Background: an optimization exercise with open tools, aiming at small area. Do not read the settings as production practice.
Only simulation tests tie the RTL to the original design; equivalence was not proved.
No activity file was given, so power comes from the tool's default toggle rates.

<file path="flow/config.mk">
export PLATFORM = sky130hd
export DESIGN_NAME = wb_dma_regs_top
export DESIGN_NICKNAME = wb_dma_regs_top
export VERILOG_FILES = /design/flow/design.v
export SDC_FILE = /design/flow/constraint.sdc
export NUM_CORES = 4
export LEC_CHECK = 0
export CAP_MARGIN = 20
export CORE_MARGIN = 2
export CORE_UTILIZATION = 60
export SLEW_MARGIN = 20
export BUFFER_PORTS_ARGS = -buffer_cell sky130_fd_sc_hd__buf_1
export CTS_ARGS = -sink_clustering_enable -repair_clock_nets -dont_use_dummy_load -buf_list sky130_fd_sc_hd__clkbuf_16 -sink_clustering_size 28 -sink_clustering_max_diameter 80
</file>
<file path="flow/constraint.sdc">
create_clock -name core_clock -period 8.0 [get_ports {clk_i}]
set_input_delay 1.6000 -clock core_clock [delete_from_list [all_inputs] [get_ports {clk_i}]]
set_output_delay 1.6000 -clock core_clock [all_outputs]
set_load 0.01 [all_outputs]
</file>
<file path="flow/design.v">
`timescale 1ns/1ns
`default_nettype none
module wb_cycle_decoder (
	input wire logic clk_i,
	input wire logic reset_i,
	input wire logic cyc_i,
	input wire logic stb_i,
	input wire logic we_i,
	input wire logic [31:0] adr_i,
	input wire logic [2:0] cti_i,
	input wire logic [3:0] sel_i,
	input wire logic [31:0] dat_i,
	input wire logic [25:0] status_i,     
	output logic ack_o,
	output logic err_o,
	output logic we_o,
	output logic [3:0] code_o,
	output logic [31:0] wdata_o,
	output logic [3:0] be_o
);
	localparam logic [3:0] C_IDLE = 4'd0;
	localparam logic [3:0] C_UNMAPPED = 4'd14;
	localparam logic [3:0] C_ERROR = 4'd15;
	logic req;
	logic burst_q;
	logic [3:0] code_q;
	logic [3:0] code_d;
	logic [3:0] map;
	logic [9:0] idx;
	logic bad;
	assign req = cyc_i & stb_i;
	assign idx = adr_i[11:2];
	always_comb begin
		map = C_UNMAPPED;
		if (idx[9:5] == 5'd0) begin
			if (!idx[4] && idx[3:0] != 4'd0 && idx[3:0] <= 4'd11)
				map = idx[3:0];
			else if (idx[4:1] == 4'b1000)
				map = {3'b110, idx[0]};
		end
	end
	always_comb begin
		case (cti_i)
			3'b000: bad = burst_q;
			3'b001, 3'b010, 3'b111: bad = 1'b0;
			default: bad = 1'b1;
		endcase
	end
	always_comb begin
		if (!req)
			code_d = C_IDLE;
		else if (bad)
			code_d = C_ERROR;
		else
			code_d = map;
	end
	always_ff @(posedge clk_i) begin
		if (reset_i) begin
			code_q <= C_IDLE;
			burst_q <= 1'b0;
		end else begin
			code_q <= code_d;
			burst_q <= req & ~cti_i[2] & (cti_i[1] ^ cti_i[0]);
		end
	end
	always_ff @(posedge clk_i) begin
		we_o <= we_i;
		wdata_o <= we_i ? dat_i : {dat_i[31:28], status_i, dat_i[1:0]};
		be_o <= sel_i;
	end
	assign ack_o = (code_q != C_IDLE);
	assign err_o = (code_q == C_ERROR);
	assign code_o = code_q;
endmodule
`default_nettype wire
`timescale 1ns/1ns
`default_nettype none
module dma_ctrl_regs (
	input wire logic clk_i,
	input wire logic reset_i,
	input wire logic we_i,
	input wire logic [3:0] code_i,
	input wire logic [31:0] wdata_i,
	input wire logic [3:0] be_i,
	input wire logic dma_in_use_i,
	input wire logic [31:0] transfer_size_i,
	input wire logic transfer_size_valid_i,
	input wire logic [7:0] stat_i,
	input wire logic stat_valid_i,
	output logic [31:0] rdata_o,
	output logic [15:0] ctrl_o,
	output logic [15:0] watch_dog_cnt_o,
	output logic [31:0] dmaadr_o,
	output logic [31:0] dmalen_o
);
	logic [31:0] control_q;
	logic [31:0] dmaadr_q;
	logic [31:0] dmalen_q;
	logic [31:0] xfer_size_q;
	logic [7:0] stat_q;
	logic xfer_seen_q;
	logic stat_seen_q;
	logic wr_ctl, wr_adr, wr_len;
	logic [31:0] wd;
	logic [3:0] ld_ctl, ld_adr, ld_len;
	logic ld_c31;
	assign wr_ctl = we_i && code_i == 4'd1;
	assign wr_adr = we_i && code_i == 4'd2 && !dma_in_use_i;
	assign wr_len = we_i && code_i == 4'd3 && !dma_in_use_i;
	assign wd = reset_i ? 32'd0 : wdata_i;
	always_comb begin
		for (int i = 0; i < 4; i++) begin
			ld_ctl[i] = reset_i || (wr_ctl && !dma_in_use_i && be_i[i]);
			ld_adr[i] = reset_i || (wr_adr && be_i[i]);
			ld_len[i] = reset_i || (wr_len && be_i[i]);
		end
	end
	assign ld_c31 = reset_i || (wr_ctl && be_i[3]);
	always_ff @(posedge clk_i) begin
		for (int i = 0; i < 4; i++) begin
			for (int b = 0; b < 8; b++) begin
				if (8*i + b == 31) begin
					if (ld_c31) control_q[31] <= wd[31];
				end else begin
					if (ld_ctl[i]) control_q[8*i + b] <= wd[8*i + b];
				end
				if (ld_adr[i]) dmaadr_q[8*i + b] <= wd[8*i + b];
				if (ld_len[i]) dmalen_q[8*i + b] <= wd[8*i + b];
			end
		end
	end
	always_ff @(posedge clk_i) begin
		if (reset_i) begin
			xfer_seen_q <= 1'b0;
			stat_seen_q <= 1'b0;
		end else begin
			xfer_seen_q <= xfer_seen_q | transfer_size_valid_i;
			stat_seen_q <= stat_seen_q | stat_valid_i;
		end
	end
	always_ff @(posedge clk_i) begin
		if (transfer_size_valid_i)
			xfer_size_q <= transfer_size_i;
		if (stat_valid_i)
			stat_q <= stat_i;
	end
	always_comb begin
		rdata_o = ({32{code_i == 4'd1}} & control_q)
			| ({32{code_i == 4'd2}} & dmaadr_q)
			| ({32{code_i == 4'd3}} & dmalen_q)
			| ({32{code_i == 4'd4 && xfer_seen_q}} & xfer_size_q)
			| ({32{code_i == 4'd5}} & {16'd0, dma_in_use_i, 7'd0, 8'd0})
			| ({32{code_i == 4'd5 && stat_seen_q}} & {24'd0, stat_q});
	end
	assign ctrl_o = control_q[31:16];
	assign watch_dog_cnt_o = control_q[15:0];
	assign dmaadr_o = dmaadr_q;
	assign dmalen_o = dmalen_q;
endmodule
`default_nettype wire
`timescale 1ns/1ns
`default_nettype none
module fifo_watch #(
	parameter bit KIND = 1'b0,             
	parameter logic [27:0] MARK = 28'd4083,
	parameter logic [3:0] STATUS_CODE = 4'd6,
	parameter logic [3:0] CTRL_CODE = 4'd7
) (
	input wire logic clk_i,
	input wire logic reset_i,
	input wire logic we_i,
	input wire logic [3:0] code_i,
	input wire logic [31:0] wdata_i,
	input wire logic [3:0] be_i,
	input wire logic [27:0] level_i,
	output logic [31:0] rdata_o,
	output logic int_o
);
	logic [31:0] ctrl_q;
	logic flag_q;
	logic [3:0] ld;
	always_ff @(posedge clk_i) begin
		if (KIND == 1'b0)
			flag_q <= (level_i > MARK);
		else
			flag_q <= (level_i < MARK);
	end
	always_comb begin
		for (int i = 0; i < 4; i++)
			ld[i] = reset_i || (we_i && code_i == CTRL_CODE && be_i[i]);
	end
	always_ff @(posedge clk_i) begin
		for (int i = 0; i < 4; i++)
			if (ld[i])
				ctrl_q[8*i +: 8] <= reset_i ? 8'd0 : wdata_i[8*i +: 8];
	end
	assign rdata_o = ({32{code_i == STATUS_CODE}} & {flag_q, 31'd0}) | ({32{code_i == CTRL_CODE}} & ctrl_q);
	assign int_o = flag_q & ctrl_q[31];
endmodule
module fifo_status_capture #(
	parameter logic [27:0] RD_LIMIT = 28'd2040
) (
	input wire logic [9:0] idx_i,          
	input wire logic [55:0] dma_level_i,
	input wire logic [55:0] rd_level_i,
	output logic [25:0] level_o            
);
	localparam int SW = 11;   
	logic [27:0] rd_level;
	logic [27:0] slots;
	logic [25:0] level_d;
	assign rd_level = idx_i[1] ? rd_level_i[55:28] : rd_level_i[27:0];
	assign slots = RD_LIMIT - rd_level;
	always_comb begin
		if (idx_i[3])
			level_d = (rd_level > RD_LIMIT) ? 26'd0 : {{(26-SW){1'b0}}, slots[SW-1:0]};
		else if (idx_i[4])
			level_d = dma_level_i[53:28];
		else
			level_d = dma_level_i[25:0];
	end
	assign level_o = level_d;
endmodule
`default_nettype wire
`timescale 1ns/1ns
`default_nettype none
module wb_dma_regs_top #(
	parameter logic [27:0] DMA_FULL_MARK = 28'd4083,
	parameter logic [27:0] DMA_LIMIT = 28'd4084,
	parameter logic [27:0] RD_LIMIT = 28'd2040,
	parameter logic [27:0] RD_EMPTY_MARK = 28'd1
) (
	input wire logic clk_i,
	input wire logic reset_i,
	input wire logic cyc_i,
	input wire logic stb_i,
	input wire logic we_i,
	input wire logic [31:0] adr_i,
	input wire logic [2:0] cti_i,
	input wire logic [3:0] sel_i,
	input wire logic [31:0] dat_i,
	output logic [31:0] dat_o,
	output logic ack_o,
	output logic err_o,
	input wire logic dma_in_use_i,
	output logic [15:0] ctrl_o,
	output logic [15:0] watch_dog_cnt_o,
	output logic [31:0] dmaadr_o,
	output logic [31:0] dmalen_o,
	input wire logic [31:0] transfer_size_i,
	input wire logic transfer_size_valid_i,
	input wire logic [7:0] stat_i,
	input wire logic stat_valid_i,
	input wire logic [55:0] dma_fifo_cnt_i,
	output logic [1:0] dma_fifo_full_int_o,
	input wire logic [55:0] rd_fifo_length_i,
	output logic [1:0] rd_fifo_empty_int_o
);
	localparam int NUM_DMA_FIFO = 2;
	localparam int NUM_RD_FIFO = 2;
	logic we;
	logic [3:0] code;
	logic [31:0] wdata;
	logic [3:0] be;
	logic [31:0] ctrl_rdata;
	logic [31:0] dma_rdata [NUM_DMA_FIFO];
	logic [31:0] rd_rdata [NUM_RD_FIFO];
	logic [25:0] fifo_level_d;
	logic [25:0] fifo_level;
	wb_cycle_decoder u_decoder (
		.clk_i(clk_i),
		.reset_i(reset_i),
		.cyc_i(cyc_i),
		.stb_i(stb_i),
		.we_i(we_i),
		.adr_i(adr_i),
		.cti_i(cti_i),
		.sel_i(sel_i),
		.dat_i(dat_i),
		.status_i(fifo_level_d),
		.ack_o(ack_o),
		.err_o(err_o),
		.we_o(we),
		.code_o(code),
		.wdata_o(wdata),
		.be_o(be)
	);
	dma_ctrl_regs u_ctrl (
		.clk_i(clk_i),
		.reset_i(reset_i),
		.we_i(we),
		.code_i(code),
		.wdata_i(wdata),
		.be_i(be),
		.dma_in_use_i(dma_in_use_i),
		.transfer_size_i(transfer_size_i),
		.transfer_size_valid_i(transfer_size_valid_i),
		.stat_i(stat_i),
		.stat_valid_i(stat_valid_i),
		.rdata_o(ctrl_rdata),
		.ctrl_o(ctrl_o),
		.watch_dog_cnt_o(watch_dog_cnt_o),
		.dmaadr_o(dmaadr_o),
		.dmalen_o(dmalen_o)
	);
	for (genvar i = 0; i < NUM_DMA_FIFO; i++) begin : g_dma_fifo
		fifo_watch #(
			.KIND(1'b0),
			.MARK(DMA_FULL_MARK),
			.STATUS_CODE(i == 0 ? 4'd6 : 4'd12),
			.CTRL_CODE(i == 0 ? 4'd7 : 4'd13)
		) u_watch (
			.clk_i(clk_i),
			.reset_i(reset_i),
			.we_i(we),
			.code_i(code),
			.wdata_i(wdata),
			.be_i(be),
			.level_i(dma_fifo_cnt_i[28*i +: 28]),
			.rdata_o(dma_rdata[i]),
			.int_o(dma_fifo_full_int_o[i])
		);
	end
	for (genvar i = 0; i < NUM_RD_FIFO; i++) begin : g_rd_fifo
		fifo_watch #(
			.KIND(1'b1),
			.MARK(RD_EMPTY_MARK),
			.STATUS_CODE(i == 0 ? 4'd8 : 4'd10),
			.CTRL_CODE(i == 0 ? 4'd9 : 4'd11)
		) u_watch (
			.clk_i(clk_i),
			.reset_i(reset_i),
			.we_i(we),
			.code_i(code),
			.wdata_i(wdata),
			.be_i(be),
			.level_i(rd_fifo_length_i[28*i +: 28]),
			.rdata_o(rd_rdata[i]),
			.int_o(rd_fifo_empty_int_o[i])
		);
	end
	fifo_status_capture #(
		.RD_LIMIT(RD_LIMIT)
	) u_status (
		.idx_i(adr_i[11:2]),
		.dma_level_i(dma_fifo_cnt_i),
		.rd_level_i(rd_fifo_length_i),
		.level_o(fifo_level_d)
	);
	assign fifo_level = wdata[27:2];
	always_comb begin
		dat_o = ctrl_rdata;
		if (code == 4'd6 || code == 4'd12)
			dat_o[27:2] = dat_o[27:2] | fifo_level;
		else if (code == 4'd8 || code == 4'd10)
			dat_o[12:2] = dat_o[12:2] | fifo_level[10:0];
		for (int i = 0; i < NUM_DMA_FIFO; i++)
			dat_o = dat_o | dma_rdata[i];
		for (int i = 0; i < NUM_RD_FIFO; i++)
			dat_o = dat_o | rd_rdata[i];
	end
endmodule
`default_nettype wire
</file>
<file path="flow/flow/run.sh">
#!/bin/bash
# The standard layout (standard.sh: standard synthesis, floorplan, place, CTS,
# route), with two changes to how the layout is made:
#  - each port's buffer is the smallest buffer cell, sky130_fd_sc_hd__buf_1
#  - CTS clusters up to 28 flip-flops per clkbuf_16 and adds no dummy loads
set -euo pipefail
cat >> config.mk <<'EOC'
export BUFFER_PORTS_ARGS = -buffer_cell sky130_fd_sc_hd__buf_1
export CTS_ARGS = -sink_clustering_enable -repair_clock_nets -dont_use_dummy_load -buf_list sky130_fd_sc_hd__clkbuf_16 -sink_clustering_size 28 -sink_clustering_max_diameter 80
EOC
bash standard.sh > standard.log 2>&1
</file>
<file path="flow/standard.sh">
#!/bin/bash
# synth_recipe.tcl (not shown) runs the flow's synth.tcl, then flattens the netlist and writes it again
# the make line also repeats each setting of config.mk as NAME=value (left out here)
make -C /OpenROAD-flow-scripts/flow DESIGN_CONFIG=/design/flow/config.mk WORK_HOME=/design/flow/orfs CLKGATE_MAP_FILE= SYNTH_SCRIPT=/design/flow/synth_recipe.tcl "${@:-finish}"
</file>
==> run notes, run 1 <==
CP cell instances = nand2_1 -> nor3_4 -> buf_4 -> a222oi_1 -> a21boi_0 -> nand4_1 -> buf_1
Simple-Gate Fraction of Synth Area = 9.098%
Fmax = 201.4 MHz
Setup TNS = 0 ns
Min Clock Period, post-route = 4.965 ns
Async set-reset flop share out of synthesis = 0%
Leak Pwr = 4.937 nW
Reg2reg end = u_ctrl.dmaadr_q[12]$_DFFE_PP_
Crit path max-delay cell type = nor3_4
I/O pins = 365
Hold Worst Slack = 0.5044 ns
CTS tree = yes
Largest net degree at the start of global routing = 66
PD cells = 205.8 nW/um^2
DP Area = 14020 sq um
Min-Delay Endpoint = u_ctrl.xfer_seen_q$_SDFF_PP0_
Crit Path Category = reg -> out
FF-to-FF Start = u_decoder.code_q[1]$_SDFF_PP0_
Utilization after layout = 70.82%
Worst EP required = 6.40 ns
FF+latch count, synth = 312
Commonest cells after routing, fill and taps aside = 339 x buf_1, 264 x edfxtp_1, 49 x nand2_1
All-layer global routing usage = 30.19%
Inst Count DP = 1405
Max_cap viols = 0
Syn Nets = 1081
Final worst slack = 3.035 ns
Layout cells sized above 1 = 6.082%
Worst-Margin Slew = 1.176 ns
Fill count = 1457
Pre-CTS setup slack = 3.576 ns
Number of remaining DRC errors = 0
WHS Path Cells = 2
Routed WL per cell = 24.02 microns
Hold crit path type = reg -> reg
Synthesis warning total = 10
Starting Density = 61.66%
Worst reg2reg path depth = 3
Post-synthesis xor/xnor area fraction = 0.9068%
CP bufs+invs = 2
Top_reg_cell synth = edfxtp_1
Syn Inst Count = 845
Post-synth EDFFs = 264
Mapped Avg Cell Area = 14.86 sq um
GRT overflow = 0
Mux contribution to synthesized area = 3.149%
Relative slew slack = 21.34%
Beginning of the worst hold path = u_ctrl.xfer_seen_q$_SDFF_PP0_
CP Depth = 7
Routed vias = 9013
Design area = 14420 sq um
Post-synth cell types = 50
Chip Width = 148.7 microns
Fin. max-slew vios = 0
Antenna violations before repair = 0
Slowest stage delay, CP = 0.79 ns
Hold Vio Cnt, Final = 0
Compound-cell area share of the yosys netlist = 13.19%
Core ar. = 20360 sq um
Post-CTS Hold Buffers = 0
Nets = 1389
Final setup vio count = 0
Max FO, Critical Path = 21
Clock-pin slew on the worst setup and hold paths = 0.10 ns
Layout Area Growth over Synthesis = 14.87%
Number of global-route vias before repair = 8314
RSZ-0062 raised after global routing = false
First-pass GRT wire length = 49.27 mm
Critical Path Source Type = flop
Maximum vdd ir drop = 125.9 uV
Post-CTS sizing = 0
1st-iter DRT viols = 1164
Post-Synth Adder-Cell Area = 0.4983%
Num rows = 52
Register area share after synthesis = 70.79%
Fin Clk Skew = 0.04192 ns
Crit end category = output pin
Detailed Place HPWL = 23.80 mm
Placer Congestion = 0.9267
Top Family by Delay on Critical Path = simple AND/OR/NAND/NOR gates
Non-filler cells, final = 1421
Status = no timing/DRC/antenna violations
Max clock buf depth = 3
Num CTS Buffers = 15
Setup bufs post-CTS = 0
Clock Sinks = 312
Reg-to-reg slack, setup = 5.06 ns
WP data arrival = 3.36 ns
Drt pass-1 iters = 9
Post-Syn Area = 12560 sq um
Clk latency of the worst-skew pair = 0.48 ns
Total Wirelength = 34.13 mm
Main combinational cell family by area after synthesis = compound AO/OA/AOI/OAI gates
Die footprint = 22100 sq um
Vias per cell = 6.343
Total power = 2.968 mW
Htree depth = 1
Most common cell after layout, fill and taps aside = buf_1
Clock root buffer = clkbuf_16
Post-DRT Antenna Nets = 0
DIE HEIGHT = 148.7 microns
I/O Buffers = 342
Fin crit share = 62.06%
Ant. Diodes = 0
-- layout make-up --
type	count	area [sq um]	share of cell area, %
well taps	270	337.8	2.342
clock buffers	15	375.4	2.603
multi-input cells	466	3420	23.71
inverters	7	26.28	0.1822
flip-flops and latches	312	8889	61.63
repair buffers	351	1375	9.534
-- where the power goes --
| group | switching (mW) | total [mW] | internal, mW |
|---|---|---|---|
| logic | 0.173 | 0.263 | 0.0894 |
| clock network | 0.440 | 0.778 | 0.338 |
| registers | 0.0511 | 1.93 | 1.88 |
-- tightest hold or removal path, cell delays in order, from the launching register on --
cell,delay (ns)
dfxtp_1,0.32
nor2_1,0.10
nor2_1,0.05
-- worst max path at each step --
| stage | slack, ns | startpoint | endpoint |
|---|---|---|---|
| 5_1_grt | 2.82 | u_decoder.code_q[1]$_SDFF_PP0_ | dat_o[3] |
| 3_3_place_gp | 3.59 | u_decoder.code_q[0]$_SDFF_PP0_ | dat_o[3] |
| 4_1_cts | 3.07 | u_decoder.code_q[1]$_SDFF_PP0_ | dat_o[3] |
| 3_5_place_dp | 3.58 | u_decoder.code_q[0]$_SDFF_PP0_ | dat_o[3] |
| 2_1_floorplan | 4.37 | dma_in_use_i | dat_o[15] |
| 6_report | 3.04 | u_decoder.code_q[1]$_SDFF_PP0_ | dat_o[3] |
-- Yosys cell counts, drive strengths merged (2+ instances only) --
cell	number	area, sq um
o31ai	3	22.52
a22o	24	210.2
a21boi	4	30.03
and2	4	25.02
nand2	49	183.9
nor4b	2	23.77
a31o	30	262.8
a221oi	23	201.4
dfxtp	48	960.9
mux2i	35	350.3
nand3b	3	22.52
and4	4	35.03
o221ai	11	96.34
inv	7	26.28
nor3	8	50.05
nor3b	2	15.01
nor2b	35	219.0
edfxtp	264	7928
buf	26	142.6
o31a	2	17.52
nor4	21	131.4
nand4	13	81.33
a21oi	2	10.01
a22oi	44	330.3
nor2	19	71.32
a222oi	32	320.3
or2	2	12.51
o21ai	21	105.1
nand3	31	155.2
and3	8	50.05
a2111oi	2	17.52
nand2b	4	25.02
xnor2	12	105.1
mux2	2	22.52
ha	5	62.56
clkbuf	34	127.6
-- sequential cells by signal, indices dropped and copies added, names as in the netlist, 2 cells and up --
| signal | count |
|---|---|
| g_dma_fifo.u_watch.ctrl_q | 64 |
| g_dma_fifo.u_watch.flag_q | 2 |
| g_rd_fifo.u_watch.ctrl_q | 64 |
| g_rd_fifo.u_watch.flag_q | 2 |
| u_ctrl.control_q | 32 |
| u_ctrl.dmaadr_q | 32 |
| u_ctrl.dmalen_q | 32 |
| u_ctrl.stat_q | 8 |
| u_ctrl.xfer_size_q | 32 |
| u_decoder.be_o | 4 |
| u_decoder.code_q | 4 |
| u_decoder.wdata_o | 32 |
-- kinds of logic (layout without fill, tap and decap cells) --
kind of cell,Yosys count,after routing
buffers and inverters,67,373
multiplexers,38,38
flip-flops,312,312
adder cells (fa/ha/maj),5,5
AO/OA/AOI/OAI,202,202
XOR/XNOR,13,13
AND/OR/NAND/NOR,208,208
-- layer usage --
metal | global-route usage [%] | routed length [microns] | up-vias
met2 | 49.17 | 16400 | 555
met3 | 3.742 | 3418 | 42
met4 | 6.810 | 658 | 0
met1 | 44.49 | 13650 | 4371
met5 | 0 | 0 | -
li1 | - | - | 4045
==> run 2: changes to the inputs <==
==> flow/flow/run.sh (replaced) <==
#!/bin/bash
# The standard layout (standard.sh), with three changes to how the layout is made:
#  - synthesis maps the logic with flow/area.abc, an area-oriented ABC script, in
#    place of ORFS's speed script; every other synthesis step is the standard flow's own
#    (synth_recipe.tcl), so the registers are the standard synthesis's
#  - each port's buffer is the smallest buffer cell, sky130_fd_sc_hd__buf_1
#  - CTS clusters up to 28 flip-flops per clkbuf_16 and adds no dummy loads
set -euo pipefail
here=$(pwd)
cat >> config.mk <<'EOC'
export BUFFER_PORTS_ARGS = -buffer_cell sky130_fd_sc_hd__buf_1
export CTS_ARGS = -sink_clustering_enable -repair_clock_nets -dont_use_dummy_load -buf_list sky130_fd_sc_hd__clkbuf_16 -sink_clustering_size 28 -sink_clustering_max_diameter 80
EOC
# synth_recipe.tcl with the ABC script swapped
{
  head -n 1 synth_recipe.tcl
  cat <<EOT
proc abc {args} {
  set i [lsearch -exact \$args -script]
  if { \$i >= 0 } { lset args [expr {\$i + 1}] $here/flow/area.abc }
  yosys abc {*}\$args
}
EOT
  tail -n +2 synth_recipe.tcl
} > area_synth.tcl
sed "s#SYNTH_SCRIPT=[^ ]*synth_recipe.tcl#SYNTH_SCRIPT=$here/area_synth.tcl#" standard.sh > area_standard.sh
grep -q "SYNTH_SCRIPT=$here/area_synth.tcl" area_standard.sh
bash area_standard.sh > standard.log 2>&1
==> flow/flow/area.abc (new file) <==
&get -n
&st
&dch -f
&nf -R 1000
&put
topo
stime -c
--- a/flow/config.mk
+++ b/flow/config.mk
@@ -7,7 +7,7 @@
 export LEC_CHECK = 0
 export CAP_MARGIN = 20
 export CORE_MARGIN = 2
-export CORE_UTILIZATION = 60
+export CORE_UTILIZATION = 40
 export SLEW_MARGIN = 20
 export BUFFER_PORTS_ARGS = -buffer_cell sky130_fd_sc_hd__buf_1
 export CTS_ARGS = -sink_clustering_enable -repair_clock_nets -dont_use_dummy_load -buf_list sky130_fd_sc_hd__clkbuf_16 -sink_clustering_size 28 -sink_clustering_max_diameter 80
==> run 2 against run 1 <==
Compared with the run above:
- power increased by 1.8%
- via count increased by 1.7%
- area after synthesis decreased by 3.4%
- largest cell class unchanged
- largest power group unchanged
==> run notes, run 2 <==
Worst-Margin Slew = 1.113 ns (was 1.176 ns)
Fmax = 213.2 MHz (was 201.4 MHz)
Status = no timing/DRC/antenna violations (unchanged)
Post-synth cell types = 41 (was 50)
Nets = 1414 (was 1389)
Total Wirelength = 40.37 mm (was 34.13 mm)
Fin. max-slew vios = 0 (unchanged)
Utilization after layout = 48.62% (was 70.82%)
Fin Clk Skew = 0.05193 ns (was 0.04192 ns)
Post-synth EDFFs = 264 (unchanged)
Max_cap viols = 0 (unchanged)
Max clock buf depth = 3 (unchanged)
Worst EP required = 6.40 ns (about the same)
Htree depth = 1 (unchanged)
Reg2reg end = u_ctrl.dmalen_q[20]$_DFFE_PP_ (was u_ctrl.dmaadr_q[12]$_DFFE_PP_)
Chip Width = 178.1 microns (was 148.7 microns)
FF-to-FF Start = u_decoder.code_q[0]$_SDFF_PP0_ (was u_decoder.code_q[1]$_SDFF_PP0_)
Commonest cells after routing, fill and taps aside = 338 x buf_1, 264 x edfxtp_1, 66 x a222oi_1 (was 339 x buf_1, 264 x edfxtp_1, 49 x nand2_1)
Num CTS Buffers = 16 (was 15)
Inst Count DP = 1549 (was 1405)
Synth top area cells = edfxtp_1 65%, dfxtp_1 7.9%, a222oi_1 5.4% (was edfxtp_1 63%, dfxtp_1 7.7%, mux2i_1 2.8%)
Top_reg_cell synth = edfxtp_1 (unchanged)
All-layer global routing usage = 24.52% (was 30.19%)
Most common cell after layout, fill and taps aside = buf_1 (unchanged)
Setup crit end = dat_o[6] (was dat_o[3])
DIE HEIGHT = 178.1 microns (was 148.7 microns)
Antenna violations before repair = 3 (was 0)
Register area share after synthesis = 73.28% (was 70.79%)
PD cells = 209.2 nW/um^2 (was 205.8 nW/um^2)
Crit Path Category = reg -> out (unchanged)
Hold crit path type = reg -> reg (unchanged)
Reg-to-reg slack, setup = 5.13 ns (was 5.06 ns)
Starting Density = 40.82% (was 61.66%)
FF+latch count, synth = 312 (unchanged)
Routed WL per cell = 25.75 microns (was 24.02 microns)
CP cell instances = nor2b_1 -> and3_2 -> a22oi_1 -> nand3_1 -> a21oi_1 -> nand2_1 -> buf_1 (was nand2_1 -> nor3_4 -> buf_4 -> a222oi_1 -> a21boi_0 -> nand4_1 -> buf_1)
First-pass GRT wire length = 55.62 mm (was 49.27 mm)
Setup bufs post-CTS = 0 (unchanged)
List of most frequent post-synthesis cells = 264 x edfxtp_1, 66 x a222oi_1, 63 x nand2_1 (was 264 x edfxtp_1, 49 x nand2_1, 48 x dfxtp_1)
Fill count = 2663 (was 1457)
Beginning of the worst hold path = u_ctrl.stat_seen_q$_SDFF_PP0_ (was u_ctrl.xfer_seen_q$_SDFF_PP0_)
Total power = 3.022 mW (was 2.968 mW)
Top-count cell post-synth = edfxtp_1 (unchanged)
Number of global-route vias before repair = 8740 (was 8314)
Worst reg2reg path depth = 6 (was 3)
Setup TNS = 0 ns (unchanged)
Leak Pwr = 4.956 nW (was 4.937 nW)
I/O pins = 365 (unchanged)
Num rows = 63 (was 52)
Critical Path Source Type = flop (unchanged)
Hold Vio Cnt, Final = 0 (unchanged)
Maximum vdd ir drop = 113.9 uV (was 125.9 uV)
Final worst slack = 3.309 ns (was 3.035 ns)
WP data arrival = 3.09 ns (was 3.36 ns)
Vias per cell = 5.848 (was 6.343)
Synthesis warning total = 10 (unchanged)
Post-CTS Hold Buffers = 0 (unchanged)
Mapped Avg Cell Area = 15.01 sq um (was 14.86 sq um)
Drt pass-1 iters = 6 (was 9)
Max FO, Critical Path = 32 (was 21)
CTS tree = yes (unchanged)
Die footprint = 31730 sq um (was 22100 sq um)
Layout Area Growth over Synthesis = 19.13% (was 14.87%)
Clk latency of the worst-skew pair = 0.51 ns (was 0.48 ns)
Post-DRT Antenna Nets = 0 (unchanged)
Fin crit share = 58.64% (was 62.06%)
Core ar. = 29720 sq um (was 20360 sq um)
RSZ-0062 raised after global routing = false (unchanged)
Crit end category = output pin (unchanged)
Top Registers = g_dma_fifo.u_watch.ctrl_q x64, g_rd_fifo.u_watch.ctrl_q x64 (unchanged)
Slowest stage delay, CP = 0.94 ns (was 0.79 ns)
Async set-reset flop share out of synthesis = 0% (unchanged)
Post-Syn Area = 12130 sq um (was 12560 sq um)
I/O Buffers = 342 (unchanged)
Relative slew slack = 25.11% (was 21.34%)
Routed vias = 9169 (was 9013)
1st-iter DRT viols = 1098 (was 1164)
Syn Nets = 1044 (was 1081)
Clock Sinks = 312 (unchanged)
Number of remaining DRC errors = 0 (unchanged)
Area leader, netlist = edfxtp_1 (unchanged)
Min Clock Period, post-route = 4.692 ns (was 4.965 ns)
Layout cells sized above 1 = 3.656% (was 6.082%)
Final setup vio count = 0 (unchanged)
Placer Congestion = 0.8412 (was 0.9267)
Post-synth top area share = 65.36% (was 63.14%)
GRT overflow = 0 (unchanged)
Largest net degree at the start of global routing = 65 (was 66)
Pre-CTS setup slack = 3.528 ns (was 3.576 ns)
Crit path max-delay cell type = and3_2 (was nor3_4)
Non-filler cells, final = 1568 (was 1421)
Launch point of the worst path = u_decoder.code_q[2]$_SDFF_PP0_ (was u_decoder.code_q[1]$_SDFF_PP0_)
Syn Inst Count = 808 (was 845)
Post-CTS sizing = 0 (unchanged)
Clock-pin slew on the worst setup and hold paths = 0.10 ns (about the same)
Detailed Place HPWL = 27.89 mm (was 23.80 mm)
Clock root buffer = clkbuf_16 (unchanged)
## run 2: how the worst min path moves through the flow
stage,depth (start not counted),endpoint
after floorplan,2,u_ctrl.stat_seen_q$_SDFF_PP0_
after CTS,2,u_ctrl.stat_seen_q$_SDFF_PP0_
after detailed placement,2,u_ctrl.stat_seen_q$_SDFF_PP0_
after global routing,2,u_ctrl.xfer_seen_q$_SDFF_PP0_
final,2,u_ctrl.stat_seen_q$_SDFF_PP0_
after global placement,2,u_ctrl.stat_seen_q$_SDFF_PP0_
## run 2: stage by stage
stage	cell area, sq um	hold WS, ns
after detailed placement	14020	0.4511
after global placement	14020	0.4431
final	14450	0.4779
after global routing	14450	0.5332
after floorplan	12130	0.4299
after CTS	14420	0.4755
## run 2: layer usage
metal  up-vias  global-route usage, %  wire (microns)
li1       4082                      -               -
met4         2                  5.499             747
met1      4513                  33.41           16690
met5         -                      0              12
met2       525                  41.18           19140
met3        47                  4.220            3778
## run 2: cell families after synthesis
logic type	after synthesis	synth area share (%)
multiplexers	20	1.692
adder cells (fa/ha/maj)	5	0.5158
flip-flops	312	73.28
AND/OR/NAND/NOR	238	9.697
buffers and inverters	11	0.4643
AO/OA/AOI/OAI	213	13.70
XOR/XNOR	9	0.6498
## run 2: layout make-up
class	count	area (sq um)	area share [%]
flip-flops and latches	312	8889	61.52
clock buffers	16	400.4	2.771
diodes	2	5.005	0.03464
inverters	7	26.28	0.1818
multi-input cells	485	3234	22.38
well taps	390	488.0	3.377
repair buffers	356	1406	9.733
## run 2: worst max-delay path, delay by kind of cell, from the launching register on
| family | cells | cell delay [ns] |
|---|---|---|
| AND/OR/NAND/NOR | 4 | 1.56 |
| flip-flops | 1 | 0.52 |
| buffers and inverters | 1 | 0.19 |
| AO/OA/AOI/OAI | 2 | 0.34 |
## run 2: report_power, final
part	switching (mW)	leakage [nW]	internal, mW
Combinational	0.187	1.63	0.0829
Sequential	0.0441	3.13	1.87
Clock	0.473	0.197	0.360
Total	0.705	4.96	2.32
==> run 3: changes to the inputs <==
--- a/flow/flow/run.sh
+++ b/flow/flow/run.sh
@@ -4,12 +4,12 @@
 #    place of ORFS's speed script; every other synthesis step is the standard flow's own
 #    (synth_recipe.tcl), so the registers are the standard synthesis's
 #  - each port's buffer is the smallest buffer cell, sky130_fd_sc_hd__buf_1
-#  - CTS clusters up to 28 flip-flops per clkbuf_16 and adds no dummy loads
+#  - CTS clusters up to 34 flip-flops per clkbuf_16 and adds no dummy loads
 set -euo pipefail
 here=$(pwd)
 cat >> config.mk <<'EOC'
 export BUFFER_PORTS_ARGS = -buffer_cell sky130_fd_sc_hd__buf_1
-export CTS_ARGS = -sink_clustering_enable -repair_clock_nets -dont_use_dummy_load -buf_list sky130_fd_sc_hd__clkbuf_16 -sink_clustering_size 28 -sink_clustering_max_diameter 80
+export CTS_ARGS = -sink_clustering_enable -repair_clock_nets -dont_use_dummy_load -buf_list sky130_fd_sc_hd__clkbuf_16 -sink_clustering_size 34 -sink_clustering_max_diameter 100
 EOC
 # synth_recipe.tcl with the ABC script swapped
 {
==> flow/config.mk (replaced) <==
export PLATFORM = sky130hd
export DESIGN_NAME = wb_dma_regs_top
export DESIGN_NICKNAME = wb_dma_regs_top
export VERILOG_FILES = /design/flow/design.v
export SDC_FILE = /design/flow/constraint.sdc
export NUM_CORES = 4
export LEC_CHECK = 0
export CAP_MARGIN = 20
export CORE_MARGIN = 2
export CORE_UTILIZATION = 70
export SLEW_MARGIN = 20
export BUFFER_PORTS_ARGS = -buffer_cell sky130_fd_sc_hd__buf_1
export CTS_ARGS = -sink_clustering_enable -repair_clock_nets -dont_use_dummy_load -buf_list sky130_fd_sc_hd__clkbuf_16 -sink_clustering_size 34 -sink_clustering_max_diameter 100
==> run 3 against run 2 <==
Compared with the run above:
- synthesized cell count unchanged
- sequential share of layout area increased by 1.2 points
- highest routed layer is now met4
- flip-flop and latch count unchanged
- first-iteration DRC count increased by 46%
- largest cell class unchanged
==> run notes, run 3 <==
First-pass GRT wire length = 52.43 mm (was 55.62 mm)
Post-DRT Antenna Nets = 0 (unchanged)
Largest net degree at the start of global routing = 65 (unchanged)
Area leader, netlist = edfxtp_1 (unchanged)
Nets = 1411 (was 1414)
Synthesis warning total = 10 (unchanged)
RSZ-0062 raised after global routing = false (unchanged)
Starting Density = 70.86% (was 40.82%)
Top-count cell post-synth = edfxtp_1 (unchanged)
Clk latency of the worst-skew pair = 0.52 ns (was 0.51 ns)
Num CTS Buffers = 13 (was 16)
Syn Inst Count = 808 (unchanged)
Post-synth cell types = 41 (unchanged)
Antenna violations before repair = 3 (unchanged)
Synth top area cells = edfxtp_1 65%, dfxtp_1 7.9%, a222oi_1 5.4% (unchanged)
Leak Pwr = 4.920 nW (was 4.956 nW)
Maximum vdd ir drop = 227.6 uV (was 113.9 uV)
Number of remaining DRC errors = 0 (unchanged)
Simple-Gate Fraction of Synth Area = 9.697% (unchanged)
Post-Synth Adder-Cell Area = 0.5158% (unchanged)
Hold crit path type = reg -> reg (unchanged)
Non-filler cells, final = 1402 (was 1568)
Register area share after synthesis = 73.28% (unchanged)
Post-synth top area share = 65.36% (unchanged)
Post-CTS sizing = 0 (unchanged)
Fmax = 204.9 MHz (was 213.2 MHz)
Vias per cell = 6.874 (was 5.848)
Detailed Place HPWL = 24.77 mm (was 27.89 mm)
Worst-Margin Slew = 1.185 ns (was 1.113 ns)
Clock-pin slew on the worst setup and hold paths = 0.12 ns (was 0.10 ns)
Clock Sinks = 312 (unchanged)
Routed WL per cell = 26.11 microns (was 25.75 microns)
Fin Clk Skew = 0.06605 ns (was 0.05193 ns)
I/O Buffers = 342 (unchanged)
Num rows = 48 (was 63)
Core ar. = 17120 sq um (was 29720 sq um)
Clock root buffer = clkbuf_16 (unchanged)
Top Registers = g_dma_fifo.u_watch.ctrl_q x64, g_rd_fifo.u_watch.ctrl_q x64 (unchanged)
Compound-cell area share of the yosys netlist = 13.70% (unchanged)
Post-synthesis xor/xnor area fraction = 0.6499% (unchanged)
Setup bufs post-CTS = 0 (unchanged)
Hold Vio Cnt, Final = 0 (unchanged)
Most common cell after layout, fill and taps aside = buf_1 (unchanged)
Crit Path Category = reg -> out (unchanged)
Utilization after layout = 82.81% (was 48.62%)
Setup TNS = 0 ns (unchanged)
Inst Count DP = 1384 (was 1549)
GRT overflow = 0 (unchanged)
CTS tree = yes (unchanged)
Worst EP required = 6.40 ns (about the same)
Commonest cells after routing, fill and taps aside = 338 x buf_1, 264 x edfxtp_1, 66 x a222oi_1 (unchanged)
DP Area = 13810 sq um (was 14020 sq um)
PD cells = 206.5 nW/um^2 (was 209.2 nW/um^2)
Main combinational cell family by area after synthesis = compound AO/OA/AOI/OAI gates (unchanged)
Max FO, Critical Path = 23 (was 32)
Final setup vio count = 0 (unchanged)
Min Clock Period, post-route = 4.880 ns (was 4.692 ns)
Top_reg_cell synth = edfxtp_1 (unchanged)
Fin crit share = 61.00% (was 58.64%)
Post-synth EDFFs = 264 (unchanged)
Mapped Avg Cell Area = 15.01 sq um (unchanged)
Routed vias = 9638 (was 9169)
1st-iter DRT viols = 1604 (was 1098)
Max clock buf depth = 3 (unchanged)
Status = no timing/DRC/antenna violations (unchanged)
Chip Width = 135.6 microns (was 178.1 microns)
Mux contribution to synthesized area = 1.692% (unchanged)
DIE HEIGHT = 135.6 microns (was 178.1 microns)
List of most frequent post-synthesis cells = 264 x edfxtp_1, 66 x a222oi_1, 63 x nand2_1 (unchanged)
Number of global-route vias before repair = 9153 (was 8740)
Crit end category = output pin (unchanged)
Layout Area Growth over Synthesis = 16.87% (was 19.13%)
Async set-reset flop share out of synthesis = 0% (unchanged)
WP data arrival = 3.28 ns (was 3.09 ns)
Critical Path Source Type = flop (unchanged)
All-layer global routing usage = 38.94% (was 24.52%)
Total Wirelength = 36.61 mm (was 40.37 mm)
I/O pins = 365 (unchanged)
Drt pass-1 iters = 7 (was 6)
Fill count = 962 (was 2663)
Max_cap viols = 0 (unchanged)
Layout cells sized above 1 = 3.240% (was 3.656%)
Htree depth = 1 (unchanged)
Design area = 14170 sq um (was 14450 sq um)
Relative slew slack = 20.98% (was 25.11%)
Placer Congestion = 0.9232 (was 0.8412)
Post-CTS Hold Buffers = 0 (unchanged)
Die footprint = 18400 sq um (was 31730 sq um)
Syn Nets = 1044 (unchanged)
Fin. max-slew vios = 0 (unchanged)
Post-Syn Area = 12130 sq um (unchanged)
FF+latch count, synth = 312 (unchanged)
==> run 3: cell counts after synthesis <==
No cell type changed its count.
==> run 3: worst max-delay path, cell delays in order, from the launching register on <==
cell	delay, ns
dfxtp_1	0.49
nand2_1	0.24
nor3_2	0.86
buf_4	0.48
a222oi_1	0.16
and2_0	0.21
nand3_1	0.10
buf_1	0.19
==> run 3: worst paths after layout <==
path                                                      from                            end  slack (ns)  depth (start not counted)
worst max-delay path            u_decoder.code_q[1]$_SDFF_PP0_                       dat_o[3]        3.12                          7
worst min-delay path             u_ctrl.stat_seen_q$_SDFF_PP0_  u_ctrl.stat_seen_q$_SDFF_PP0_        0.49                          2
worst max register to register  u_decoder.code_q[1]$_SDFF_PP0_  u_ctrl.dmalen_q[25]$_DFFE_PP_        4.62                          6
worst min register to register   u_ctrl.stat_seen_q$_SDFF_PP0_  u_ctrl.stat_seen_q$_SDFF_PP0_        0.49                          2
==> run 3: cells by family (layout without fill, tap and decap cells) <==
family	count (synthesis)	after routing
buffers and inverters	11	376
and+or+nand+nor	238	238
DFF	312	312
muxes	20	20
adders and majority gates	5	5
xor gates and xnor gates	9	9
AOI/OAI and AO/OA	213	213
other	0	4
==> run 3: metrics by stage <==
step	total power [mW]	worst slack (ns)	hold slack, ns
6_report	2.928	3.120	0.4937
5_1_grt	2.997	3.052	0.5312
4_1_cts	2.917	3.219	0.4897
3_5_place_dp	2.215	3.368	0.4603
3_3_place_gp	2.202	3.450	0.4465
2_1_floorplan	2.057	3.451	0.4299
==> run 3: layout make-up <==
type                            count  area [sq um]  area share (%)
Timing Repair Buffer              356          1414           9.974
Multi-Input combinational cell    485          3229           22.78
Clock buffer                       13         325.3           2.295
Tap cell                          225         281.5           1.986
Inverter                            7         26.28          0.1854
Sequential cell                   312          8889           62.71
Antenna cell                        4         10.01         0.07062
==> run 3: power by group <==
group / switching (mW) / internal, mW
registers: 0.0464 / 1.87
clock network: 0.444 / 0.296
logic: 0.184 / 0.0834
total: 0.674 / 2.25
==> run 3: routing by layer <==
metal,global-route usage [%],vias to the layer above,share of wire (%)
met5,0,-,0
met4,16.03,0,3.5
met3,8.156,107,13
met2,65.57,859,50
met1,49.85,4597,34
li1,-,4075,-
==> run 4: changes to the inputs <==
--- a/flow/flow/run.sh
+++ b/flow/flow/run.sh
@@ -4,12 +4,12 @@
 #    place of ORFS's speed script; every other synthesis step is the standard flow's own
 #    (synth_recipe.tcl), so the registers are the standard synthesis's
 #  - each port's buffer is the smallest buffer cell, sky130_fd_sc_hd__buf_1
-#  - CTS clusters up to 34 flip-flops per clkbuf_16 and adds no dummy loads
+#  - CTS clusters up to 30 flip-flops per clkbuf_16 and adds no dummy loads
 set -euo pipefail
 here=$(pwd)
 cat >> config.mk <<'EOC'
 export BUFFER_PORTS_ARGS = -buffer_cell sky130_fd_sc_hd__buf_1
-export CTS_ARGS = -sink_clustering_enable -repair_clock_nets -dont_use_dummy_load -buf_list sky130_fd_sc_hd__clkbuf_16 -sink_clustering_size 34 -sink_clustering_max_diameter 100
+export CTS_ARGS = -sink_clustering_enable -repair_clock_nets -dont_use_dummy_load -buf_list sky130_fd_sc_hd__clkbuf_16 -sink_clustering_size 30 -sink_clustering_max_diameter 80
 EOC
 # synth_recipe.tcl with the ABC script swapped
 {
==> flow/config.mk (replaced) <==
export PLATFORM = sky130hd
export DESIGN_NAME = wb_dma_regs_top
export DESIGN_NICKNAME = wb_dma_regs_top
export VERILOG_FILES = /design/flow/design.v
export SDC_FILE = /design/flow/constraint.sdc
export NUM_CORES = 4
export LEC_CHECK = 0
export CAP_MARGIN = 0
export CORE_MARGIN = 2
export CORE_UTILIZATION = 60
export SLEW_MARGIN = 0
export BUFFER_PORTS_ARGS = -buffer_cell sky130_fd_sc_hd__buf_1
export CTS_ARGS = -sink_clustering_enable -repair_clock_nets -dont_use_dummy_load -buf_list sky130_fd_sc_hd__clkbuf_16 -sink_clustering_size 30 -sink_clustering_max_diameter 80
==> run 4 against run 3 <==
Compared with the run above:
- non-clock buffer count did not move
- hold slack got worse by 0.0092 ns
- routed wire length fell by 2.1%
- sequential power barely moved
- largest power group unchanged
==> run notes, run 4 <==
I/O Buffers = 342 (unchanged)
Clock root buffer = clkbuf_16 (unchanged)
Maximum vdd ir drop = 167.5 uV (was 227.6 uV)
Post-synth top area share = 65.36% (unchanged)
Top Registers = g_dma_fifo.u_watch.ctrl_q x64, g_rd_fifo.u_watch.ctrl_q x64 (unchanged)
Top_reg_cell synth = edfxtp_1 (unchanged)
Reg-to-reg slack, setup = 5.36 ns (was 4.62 ns)
Fin crit share = 60.08% (was 61.00%)
Chip Width = 146.2 microns (was 135.6 microns)
Antenna violations before repair = 1 (was 3)
DP Area = 13880 sq um (was 13810 sq um)
Relative slew slack = 18.76% (was 20.98%)
FF+latch count, synth = 312 (unchanged)
Syn Inst Count = 808 (unchanged)
Syn Nets = 1044 (unchanged)
Pre-CTS setup slack = 3.772 ns (was 3.368 ns)
Hold Vio Cnt, Final = 0 (unchanged)
Fin. max-slew vios = 0 (unchanged)
Crit Path Category = reg -> out (unchanged)
GRT overflow = 0 (unchanged)
Detailed Place HPWL = 24.37 mm (was 24.77 mm)
Clock Sinks = 312 (unchanged)
Max_cap viols = 0 (unchanged)
Post-DRT Antenna Nets = 0 (unchanged)
Drt pass-1 iters = 9 (was 7)
Vias per cell = 6.380 (was 6.874)
Fin Clk Skew = 0.05594 ns (was 0.06605 ns)
Leak Pwr = 4.927 nW (was 4.920 nW)
Number of global-route vias before repair = 8959 (was 9153)
Routed WL per cell = 24.79 microns (was 26.11 microns)
Nets = 1412 (was 1411)
Max clock buf depth = 3 (unchanged)
Register Area = 8889 sq um (unchanged)
Status = no timing/DRC/antenna violations (unchanged)
Register area share after synthesis = 73.28% (unchanged)
Min Clock Period, post-route = 4.806 ns (was 4.880 ns)
Setup bufs post-CTS = 0 (unchanged)
Largest net degree at the start of global routing = 65 (unchanged)
Num CTS Buffers = 14 (was 13)
Die footprint = 21370 sq um (was 18400 sq um)
Total Wirelength = 35.85 mm (was 36.61 mm)
List of most frequent post-synthesis cells = 264 x edfxtp_1, 66 x a222oi_1, 63 x nand2_1 (unchanged)
Post-Syn Area = 12130 sq um (unchanged)
Top Layer Used = met4 (unchanged)
Non-filler cells, final = 1446 (was 1402)
Mapped Avg Cell Area = 15.01 sq um (unchanged)
Final setup vio count = 0 (unchanged)
WP data arrival = 3.21 ns (was 3.28 ns)
Post-synth cell types = 41 (unchanged)
Commonest cells after routing, fill and taps aside = 338 x buf_1, 264 x edfxtp_1, 66 x a222oi_1 (unchanged)
Setup TNS = 0 ns (unchanged)
Post-CTS sizing = 0 (unchanged)
CTS tree = yes (unchanged)
First-pass GRT wire length = 52.79 mm (was 52.43 mm)
Reg2reg end = g_dma_fifo[1].u_watch.ctrl_q[11]$_DFFE_PP_ (was u_ctrl.dmalen_q[25]$_DFFE_PP_)
Worst EP required = 6.40 ns (about the same)
Synth top area cells = edfxtp_1 65%, dfxtp_1 7.9%, a222oi_1 5.4% (unchanged)
DIE HEIGHT = 146.2 microns (was 135.6 microns)
Design area = 14230 sq um (was 14170 sq um)
Worst-Margin Slew = 1.216 ns (was 1.185 ns)
Worst reg2reg path depth = 3 (was 6)
Multi-input combinational cell area = 3229 sq um (unchanged)
Inst Count DP = 1430 (was 1384)
Met2 WL = 17.17 mm (was 18.29 mm)
Crit path max-delay cell type = and3_1 (was nor3_2)
Area leader, netlist = edfxtp_1 (unchanged)
Synthesis warning total = 10 (unchanged)
WHS Path Cells = 2 (unchanged)
Max FO, Critical Path = 20 (was 23)
Final worst slack = 3.194 ns (was 3.120 ns)
Most common cell after layout, fill and taps aside = buf_1 (unchanged)
Critical Path Source Type = flop (unchanged)
PD cells = 206.9 nW/um^2 (was 206.5 nW/um^2)
RSZ-0062 raised after global routing = false (unchanged)
Placer Congestion = 0.9197 (was 0.9232)
Starting Density = 60.53% (was 70.86%)
Clk latency of the worst-skew pair = 0.50 ns (was 0.52 ns)
Min-Delay Endpoint = u_ctrl.xfer_seen_q$_SDFF_PP0_ (was u_ctrl.stat_seen_q$_SDFF_PP0_)
Layout Area Growth over Synthesis = 17.33% (was 16.87%)
Post-Route M1 WL = 13.50 mm (was 12.34 mm)
Beginning of the worst hold path = u_ctrl.xfer_seen_q$_SDFF_PP0_ (was u_ctrl.stat_seen_q$_SDFF_PP0_)
Slowest stage delay, CP = 0.74 ns (was 0.86 ns)
1st-iter DRT viols = 1241 (was 1604)
Top Family by Delay on Critical Path = simple AND/OR/NAND/NOR gates (unchanged)
CP bufs+invs = 2 (unchanged)
Core ar. = 20040 sq um (was 17120 sq um)
Clock-pin slew on the worst setup and hold paths = 0.11 ns (was 0.12 ns)
Routed wl met3 = 4.108 mm (was 4.689 mm)
I/O pins = 365 (unchanged)
Htree depth = 1 (unchanged)
Post-synth EDFFs = 264 (unchanged)
Crit end category = output pin (unchanged)
FF-to-FF Start = u_decoder.code_q[3]$_SDFF_PP0_ (was u_decoder.code_q[1]$_SDFF_PP0_)
Number of remaining DRC errors = 0 (unchanged)
Num rows = 52 (was 48)
Async set-reset flop share out of synthesis = 0% (unchanged)
Fmax = 208.1 MHz (was 204.9 MHz)
CP cell instances = nor2b_1 -> and3_1 -> buf_4 -> a22oi_1 -> nand3_1 -> a21oi_1 -> nand2_1 -> buf_1 (was nand2_1 -> nor3_2 -> buf_4 -> a222oi_1 -> and2_0 -> nand3_1 -> buf_1)
Hold crit path type = reg -> reg (unchanged)
Post-CTS Hold Buffers = 0 (unchanged)
Layout cells sized above 1 = 3.322% (was 3.240%)
Fill count = 1455 (was 962)
All-layer global routing usage = 33.05% (was 38.94%)
Top-count cell post-synth = edfxtp_1 (unchanged)
Routed vias = 9226 (was 9638)
run 4: cell counts after synthesis:
No cell type changed its count.
run 4: routing by layer:
layer  track usage [%]  vias up
met3             6.000       73
met1             46.38     4457
met5                 0        -
met4             10.53        0
li1                  -     4074
met2             53.54      622
run 4: worst reg2reg max path: cells and delay by family (launching register included):
kind / cells / cell delay [ns]
simple gates: 2 / 1.11
compound gates: 1 / 0.60
flops: 1 / 0.55
run 4: final cells by class:
class / count / share of cell area [%]
tap: 270 / 2.374
sequential: 312 / 62.46
multi-input combinational: 485 / 22.69
timing repair buffer: 356 / 9.794
antenna: 2 / 0.03517
clock buffer: 14 / 2.462
inverter: 7 / 0.1846
run 4: logic make-up (layout without fill, tap and decap cells):
family / after synthesis / count (layout) / synth area share, %
buf+inv: 11 / 377 / 0.4643
simple gates: 238 / 238 / 9.697
mux: 20 / 20 / 1.692
other cells: 0 / 2 / 0
flops: 312 / 312 / 73.28
compound gates: 213 / 213 / 13.70
xor+xnor: 9 / 9 / 0.6498
fa+ha+maj: 5 / 5 / 0.5158
run 4: stage by stage:
step           util, %  hold WS [ns]  power [mW]
6_report         71.02        0.4845       2.944
3_5_place_dp     69.24        0.4612       2.214
4_1_cts          70.99        0.4871       2.943
3_3_place_gp     69.24        0.4442       2.208
5_1_grt          71.00        0.4978       3.023
2_1_floorplan        -        0.4299       2.057
run 4: power breakdown:
group | switching (mW) | total [mW] | internal, mW
combinational | 0.180 | 0.263 | 0.0829
clock | 0.445 | 0.762 | 0.317
sequential | 0.0447 | 1.92 | 1.87
total | 0.669 | 2.94 | 2.27
run 4: worst max path at each step:
stage | startpoint | end | slack, ns | depth (start not counted)
6_report | u_decoder.code_q[2]$_SDFF_PP0_ | dat_o[2] | 3.19 | 8
5_1_grt | u_decoder.code_q[2]$_SDFF_PP0_ | dat_o[6] | 3.02 | 8
4_1_cts | u_decoder.code_q[2]$_SDFF_PP0_ | dat_o[2] | 3.21 | 8
2_1_floorplan | u_decoder.code_q[1]$_SDFF_PP0_ | dat_o[15] | 3.45 | 6
3_3_place_gp | u_decoder.code_q[2]$_SDFF_PP0_ | dat_o[6] | 3.81 | 8
3_5_place_dp | u_decoder.code_q[2]$_SDFF_PP0_ | dat_o[2] | 3.77 | 8
==> run 5: changes to the inputs <==
==> flow/flow/area.abc (replaced) <==
&get -n
&st
&dch -f
&nf -R 1000
&put
mfs3 -ae
topo
stime -c
==> run 5 against run 4 <==
Compared with the run above:
- still clean
- non-clock buffer count increased by 1
- cell count decreased by 0.62%
- sequential share of layout area increased by 0.19 points
- synthesized cell count decreased by 0.50%
- critical endpoint is now dat_o[23]
- largest cell class unchanged
==> run notes, run 5 <==
Status = no timing/DRC/antenna violations (unchanged)
Fin crit share = 58.15% (was 60.08%)
WP data arrival = 3.05 ns (was 3.21 ns)
Nets = 1409 (was 1412)
Chip Width = 145.9 microns (was 146.2 microns)
Synth top area cells = edfxtp_1 66%, dfxtp_1 7.9%, a222oi_1 5.5% (was edfxtp_1 65%, dfxtp_1 7.9%, a222oi_1 5.4%)
Setup crit end = dat_o[23] (was dat_o[2])
Placer Congestion = 0.9281 (was 0.9197)
Routed wl met3 = 3.783 mm (was 4.108 mm)
Htree depth = 1 (unchanged)
Final setup vio count = 0 (unchanged)
Detailed Place HPWL = 24.73 mm (was 24.37 mm)
Post-synth EDFFs = 264 (unchanged)
Top Layer Used = met4 (unchanged)
Routed vias = 9235 (was 9226)
Max FO, Critical Path = 18 (was 20)
Die footprint = 21300 sq um (was 21370 sq um)
Num rows = 51 (was 52)
Fmax = 214.9 MHz (was 208.1 MHz)
Vias per cell = 6.427 (was 6.380)
Setup TNS = 0 ns (unchanged)
First-pass GRT wire length = 52.62 mm (was 52.79 mm)
PD cells = 207.7 nW/um^2 (was 206.9 nW/um^2)
Total Wirelength = 36.23 mm (was 35.85 mm)
Leak Pwr = 4.914 nW (was 4.927 nW)
FF-to-FF Start = u_decoder.code_q[0]$_SDFF_PP0_ (was u_decoder.code_q[3]$_SDFF_PP0_)
Launch point of the worst path = u_decoder.code_q[2]$_SDFF_PP0_ (unchanged)
Worst-Margin Slew = 1.170 ns (was 1.216 ns)
DIE HEIGHT = 145.9 microns (was 146.2 microns)
Layout Area Growth over Synthesis = 17.38% (was 17.33%)
Num CTS Buffers = 14 (unchanged)
Most common cell after layout, fill and taps aside = buf_1 (unchanged)
Syn Inst Count = 804 (was 808)
I/O Buffers = 342 (unchanged)
Top-count cell post-synth = edfxtp_1 (unchanged)
Top Registers = g_dma_fifo.u_watch.ctrl_q x64, g_rd_fifo.u_watch.ctrl_q x64 (unchanged)
Worst reg2reg path depth = 6 (was 3)
Mapped Avg Cell Area = 15.03 sq um (was 15.01 sq um)
CTS tree = yes (unchanged)
Setup bufs post-CTS = 0 (unchanged)
Commonest cells after routing, fill and taps aside = 338 x buf_1, 264 x edfxtp_1, 66 x a222oi_1 (unchanged)
Reg2reg end = u_ctrl.control_q[3]$_DFFE_PP_ (was g_dma_fifo[1].u_watch.ctrl_q[11]$_DFFE_PP_)
Clk latency of the worst-skew pair = 0.50 ns (about the same)
Starting Density = 61.70% (was 60.53%)
Crit end category = output pin (unchanged)
Hold crit path type = reg -> reg (unchanged)
Clock Sinks = 312 (unchanged)
All-layer global routing usage = 32.94% (was 33.05%)
Met2 WL = 17.41 mm (was 17.17 mm)
Utilization after layout = 72.43% (was 71.02%)
Fin Clk Skew = 0.03055 ns (was 0.05594 ns)
Critical Path Source Type = flop (unchanged)
Antenna violations before repair = 1 (unchanged)
Core ar. = 19590 sq um (was 20040 sq um)
Reg-to-reg slack, setup = 5.40 ns (was 5.36 ns)
I/O pins = 365 (unchanged)
Register area share after synthesis = 73.53% (was 73.28%)
Synthesis warning total = 10 (unchanged)
Fin. max-slew vios = 0 (unchanged)
Syn Nets = 1040 (was 1044)
Post-CTS sizing = 0 (unchanged)
Post-DRT Antenna Nets = 0 (unchanged)
Min Clock Period, post-route = 4.652 ns (was 4.806 ns)
Crit Path Category = reg -> out (unchanged)
1st-iter DRT viols = 1251 (was 1241)
Async set-reset flop share out of synthesis = 0% (unchanged)
FF+latch count, synth = 312 (unchanged)
Max_cap viols = 0 (unchanged)
Drt pass-1 iters = 8 (was 9)
Largest net degree at the start of global routing = 65 (unchanged)
Area leader, netlist = edfxtp_1 (unchanged)
Worst EP required = 6.40 ns (about the same)
Number of remaining DRC errors = 0 (unchanged)
Post-Route M1 WL = 13.98 mm (was 13.50 mm)
GRT overflow = 0 (unchanged)
Top_reg_cell synth = edfxtp_1 (unchanged)
Maximum vdd ir drop = 240.6 uV (was 167.5 uV)
Post-synth top area share = 65.58% (was 65.36%)
Layout cells sized above 1 = 3.416% (was 3.322%)
Hold Vio Cnt, Final = 0 (unchanged)
Routed WL per cell = 25.21 microns (was 24.79 microns)
Number of global-route vias before repair = 8775 (was 8959)
Clock-pin slew on the worst setup and hold paths = 0.11 ns (about the same)
Max clock buf depth = 3 (unchanged)
RSZ-0062 raised after global routing = false (unchanged)
Relative slew slack = 21.82% (was 18.76%)
Post-Syn Area = 12090 sq um (was 12130 sq um)
Post-CTS Hold Buffers = 0 (unchanged)
Post-synth cell types = 37 (was 41)
Clock root buffer = clkbuf_16 (unchanged)
List of most frequent post-synthesis cells = 264 x edfxtp_1, 66 x a222oi_1, 63 x nand2_1 (unchanged)
run 5: final cells by class:
type | count | area, sq um
Multi-Input combinational cell | 478 | 3177
Sequential cell | 312 | 8889
Clock buffer | 14 | 350.3
Timing Repair Buffer | 357 | 1401
Fill cell | 1410 | 5401
Tap cell | 265 | 331.6
Inverter | 10 | 37.54
Antenna cell | 1 | 2.502
run 5: power breakdown:
part	internal (mW)	switching [mW]
clock network	0.317	0.449
logic	0.0823	0.180
registers	1.87	0.0436
run 5: worst max-delay path, stage by stage, from the launching register on:
cell,delay [ns]
dfxtp_1,0.52
nand2b_1,0.19
clkinv_1,0.13
and3_1,0.76
buf_4,0.42
a222oi_1,0.16
nand3_1,0.20
buf_1,0.16
run 5: worst min-delay path by stage:
stage	start	end	slack (ns)	depth (start not counted)
6_report	u_ctrl.stat_seen_q$_SDFF_PP0_	u_ctrl.stat_seen_q$_SDFF_PP0_	0.49	2
5_1_grt	u_ctrl.xfer_seen_q$_SDFF_PP0_	u_ctrl.xfer_seen_q$_SDFF_PP0_	0.53	2
4_1_cts	u_ctrl.stat_seen_q$_SDFF_PP0_	u_ctrl.stat_seen_q$_SDFF_PP0_	0.49	2
3_3_place_gp	u_ctrl.xfer_seen_q$_SDFF_PP0_	u_ctrl.xfer_seen_q$_SDFF_PP0_	0.44	2
3_5_place_dp	u_ctrl.stat_seen_q$_SDFF_PP0_	u_ctrl.stat_seen_q$_SDFF_PP0_	0.46	2
2_1_floorplan	u_ctrl.stat_seen_q$_SDFF_PP0_	u_ctrl.stat_seen_q$_SDFF_PP0_	0.43	2
run 5: metal layers:
metal	up-vias	track usage [%]
met2	582	54.53
met3	65	5.987
met4	0	9.510
met1	4530	45.37
li1	4058	-
met5	-	0
run 5: cells by family (layout without fill, tap and decap cells):
logic type	count (synthesis)	in the layout	share of synthesized area, %
XOR/XNOR	8	8	0.5796
buffers and inverters	14	381	0.5590
other	0	1	0
adder cells (fa/ha/maj)	5	5	0.5175
AO/OA/AOI/OAI	213	213	13.74
flip-flops	312	312	73.53
AND/OR/NAND/NOR	232	232	9.378
multiplexers	20	20	1.697
run 5: through the flow:
stage	std cells	cell area, sq um	hold slack (ns)	setup WS, ns	total power [mW]
floorplan	804	12090	0.4299	3.449	2.055
global placement	1422	13840	0.4447	3.565	2.207
detailed placement	1422	13840	0.4600	3.493	2.213
CTS	1436	14190	0.4890	3.301	2.951
global route	1437	14190	0.5299	3.164	3.033
finish	1437	14190	0.4923	3.348	2.947
==> run 6: changes to the inputs <==
==> flow/flow/area.abc (replaced) <==
&get -n
&st
&dch -f
&nf -R 1000
&put
topo
stime -c
--- a/flow/config.mk
+++ b/flow/config.mk
@@ -5,9 +5,9 @@
 export SDC_FILE = /design/flow/constraint.sdc
 export NUM_CORES = 4
 export LEC_CHECK = 0
-export CAP_MARGIN = 0
+export CAP_MARGIN = 20
 export CORE_MARGIN = 2
 export CORE_UTILIZATION = 60
-export SLEW_MARGIN = 0
+export SLEW_MARGIN = 20
 export BUFFER_PORTS_ARGS = -buffer_cell sky130_fd_sc_hd__buf_1
 export CTS_ARGS = -sink_clustering_enable -repair_clock_nets -dont_use_dummy_load -buf_list sky130_fd_sc_hd__clkbuf_16 -sink_clustering_size 30 -sink_clustering_max_diameter 80
==> run 6 against run 5 <==
Compared with the run above:
- routed wire length decreased by 1.1%
- register-to-register slack barely moved
- cell count is 0.77% higher
- sequential share of layout area shrank 0.43 points
- combinational power about the same
- area after synthesis is 0.34% higher
- via count is 0.68% lower
- largest cell class unchanged
- largest power group unchanged
- highest routed layer unchanged
==> run notes, run 6 <==
Status = no timing/DRC/antenna violations (unchanged)
Hold Worst Slack = 0.4926 ns (was 0.4923 ns)
Design area = 14290 sq um (was 14190 sq um)
Clock Sinks = 312 (unchanged)
Fmax = 209.5 MHz (was 214.9 MHz)
Top_reg_cell synth = edfxtp_1 (unchanged)
Post-Syn Area = 12130 sq um (was 12090 sq um)
Num rows = 52 (was 51)
Die footprint = 21370 sq um (was 21300 sq um)
Fin Clk Skew = 0.02440 ns (was 0.03055 ns)
Routed WL per cell = 24.74 microns (was 25.21 microns)
WP data arrival = 3.17 ns (was 3.05 ns)
Clk latency of the worst-skew pair = 0.49 ns (was 0.50 ns)
Max_cap viols = 0 (unchanged)
Setup bufs post-CTS = 0 (unchanged)
Post-CTS sizing = 0 (unchanged)
Worst-Margin Slew = 1.095 ns (was 1.170 ns)
Synth top area cells = edfxtp_1 65%, dfxtp_1 7.9%, a222oi_1 5.4% (was edfxtp_1 66%, dfxtp_1 7.9%, a222oi_1 5.5%)
Maximum vdd ir drop = 117.6 uV (was 240.6 uV)
Post-DRT Antenna Nets = 0 (unchanged)
Crit end category = output pin (unchanged)
Max FO, Critical Path = 20 (was 18)
I/O pins = 365 (unchanged)
Final setup vio count = 0 (unchanged)
Relative slew slack = 26.82% (was 21.82%)
Detailed Place HPWL = 24.52 mm (was 24.73 mm)
I/O Buffers = 342 (unchanged)
Min Clock Period, post-route = 4.772 ns (was 4.652 ns)
All-layer global routing usage = 32.92% (was 32.94%)
Post-synth EDFFs = 264 (unchanged)
Routed vias = 9172 (was 9235)
GR Util met1 = 47.37% (was 45.37%)
Top-count cell post-synth = edfxtp_1 (unchanged)
Crit path max-delay cell type = and3_1 (unchanged)
Worst EP required = 6.40 ns (about the same)
CTS tree = yes (unchanged)
Syn Inst Count = 808 (was 804)
Vias per cell = 6.334 (was 6.427)
Antenna violations before repair = 2 (was 1)
Area leader, netlist = edfxtp_1 (unchanged)
Number of global-route vias before repair = 8822 (was 8775)
Largest net degree at the start of global routing = 65 (unchanged)
Starting Density = 60.53% (was 61.70%)
List of most frequent post-synthesis cells = 264 x edfxtp_1, 66 x a222oi_1, 63 x nand2_1 (unchanged)
Top Family by Delay on Critical Path = simple AND/OR/NAND/NOR gates (unchanged)
CP bufs+invs = 2 (was 3)
Placer Congestion = 0.9197 (was 0.9281)
Hold Vio Cnt, Final = 0 (unchanged)
Mapped Avg Cell Area = 15.01 sq um (was 15.03 sq um)
FF+latch count, synth = 312 (unchanged)
GRT overflow = 0 (unchanged)
DP Area = 13900 sq um (was 13840 sq um)
Fin. max-slew vios = 0 (unchanged)
Post-synth top area share = 65.36% (was 65.58%)
Syn Nets = 1044 (was 1040)
Register area share after synthesis = 73.28% (was 73.53%)
Clock root buffer = clkbuf_16 (unchanged)
DIE HEIGHT = 146.2 microns (was 145.9 microns)
Crit Path Category = reg -> out (unchanged)
Gr busiest metal = met2 (unchanged)
Post-synth cell types = 41 (was 37)
Htree depth = 1 (unchanged)
Layout cells sized above 1 = 3.486% (was 3.416%)
Fin crit share = 59.65% (was 58.15%)
Core ar. = 20040 sq um (was 19590 sq um)
Slowest stage delay, CP = 0.74 ns (was 0.76 ns)
Critical Path Source Type = flop (unchanged)
Synthesis warning total = 10 (unchanged)
1st-iter DRT viols = 1253 (was 1251)
Leak Pwr = 4.949 nW (was 4.914 nW)
Commonest cells after routing, fill and taps aside = 338 x buf_1, 264 x edfxtp_1, 66 x a222oi_1 (unchanged)
==> run 6: where the power goes <==
part / switching [mW] / internal [mW] / total (mW)
Combinational: 0.180 / 0.0830 / 0.264
Sequential: 0.0446 / 1.87 / 1.92
Clock: 0.443 / 0.317 / 0.761
==> run 6: logic make-up after synthesis <==
family                     Yosys count  share of synthesized area, %
adders and majority gates            5                        0.5158
and+or+nand+nor                    238                         9.697
muxes                               20                         1.692
AOI/OAI and AO/OA                  213                         13.70
xor gates and xnor gates             9                        0.6498
buffers and inverters               11                        0.4643
DFF                                312                         73.28
==> run 6: layer usage <==
metal  vias up  routed length, microns
li1       4081                       -
met5         -                       0
met3        52                    4071
met2       617                   17210
met1      4422                   13810
met4         0                     737
==> run 6: worst paths after layout <==
check | from | to | slack (ns) | cells past startpoint
max | u_decoder.code_q[2]$_SDFF_PP0_ | dat_o[6] | 3.23 | 8
min | u_ctrl.xfer_seen_q$_SDFF_PP0_ | u_ctrl.xfer_seen_q$_SDFF_PP0_ | 0.49 | 2
max reg2reg | u_decoder.code_q[0]$_SDFF_PP0_ | u_ctrl.dmalen_q[18]$_DFFE_PP_ | 5.39 | 6
min reg2reg | u_ctrl.xfer_seen_q$_SDFF_PP0_ | u_ctrl.xfer_seen_q$_SDFF_PP0_ | 0.49 | 2
==> run 6: worst register-to-register path, stage by stage, from the launching register on <==
cell and delay, ns:
dfxtp_1 0.48, nand2_1 0.24, nor3_2 0.19, buf_4 0.38, nand2_1 0.10, nor2_1 0.32
a21o_1 0.55
==> run 6: area by class of cell <==
class	count	area, sq um
Antenna cell	2	5.005
Sequential cell	312	8889
Multi-Input combinational cell	485	3229
Inverter	7	26.28
Tap cell	270	337.8
Fill cell	1477	5753
Timing Repair Buffer	358	1449
Clock buffer	14	350.3
==> run 6: through the flow <==
stage | worst slack (ns) | total power [mW] | cells | util (%)
floorplan | 3.451 | 2.057 | 808 | -
global placement | 3.807 | 2.208 | 1430 | 69.24
detailed placement | 3.772 | 2.214 | 1431 | 69.38
CTS | 3.245 | 2.944 | 1445 | 71.13
global route | 3.072 | 3.023 | 1448 | 71.29
finish | 3.228 | 2.943 | 1448 | 71.29

-- what the ideal ports hide --
In the flow no input, the clock included, has a driving cell. The finished layouts below were timed again as built, in two steps.
Step 1 assumes that a clkbuf_16 drives the clock port and a buf_2 every other input.
Step 2 times the ports against the registers' clock, not the clock port: input delays grow and output delays shrink by t, the midpoint of the rising clock arrivals with the driver on.
Three values: ideal ports, drivers, drivers and shift; two values: the first two.
| run | shift t [ns] | slack for setup (ns) |
|---|---|---|
| run 1 | 0.514 | 3.035 / 2.985 / 3.499 |
| run 2 | 0.534 | 3.308 / 3.258 / 3.392 |
| run 3 | 0.529 | 3.120 / 3.074 / 3.241 |
| run 4 | 0.524 | 3.194 / 3.142 / 3.665 |
| run 5 | 0.528 | 3.348 / 3.301 / 3.408 |
| run 6 | 0.525 | 3.228 / 3.181 / 3.706 |
After both steps every run listed still meets setup and hold.
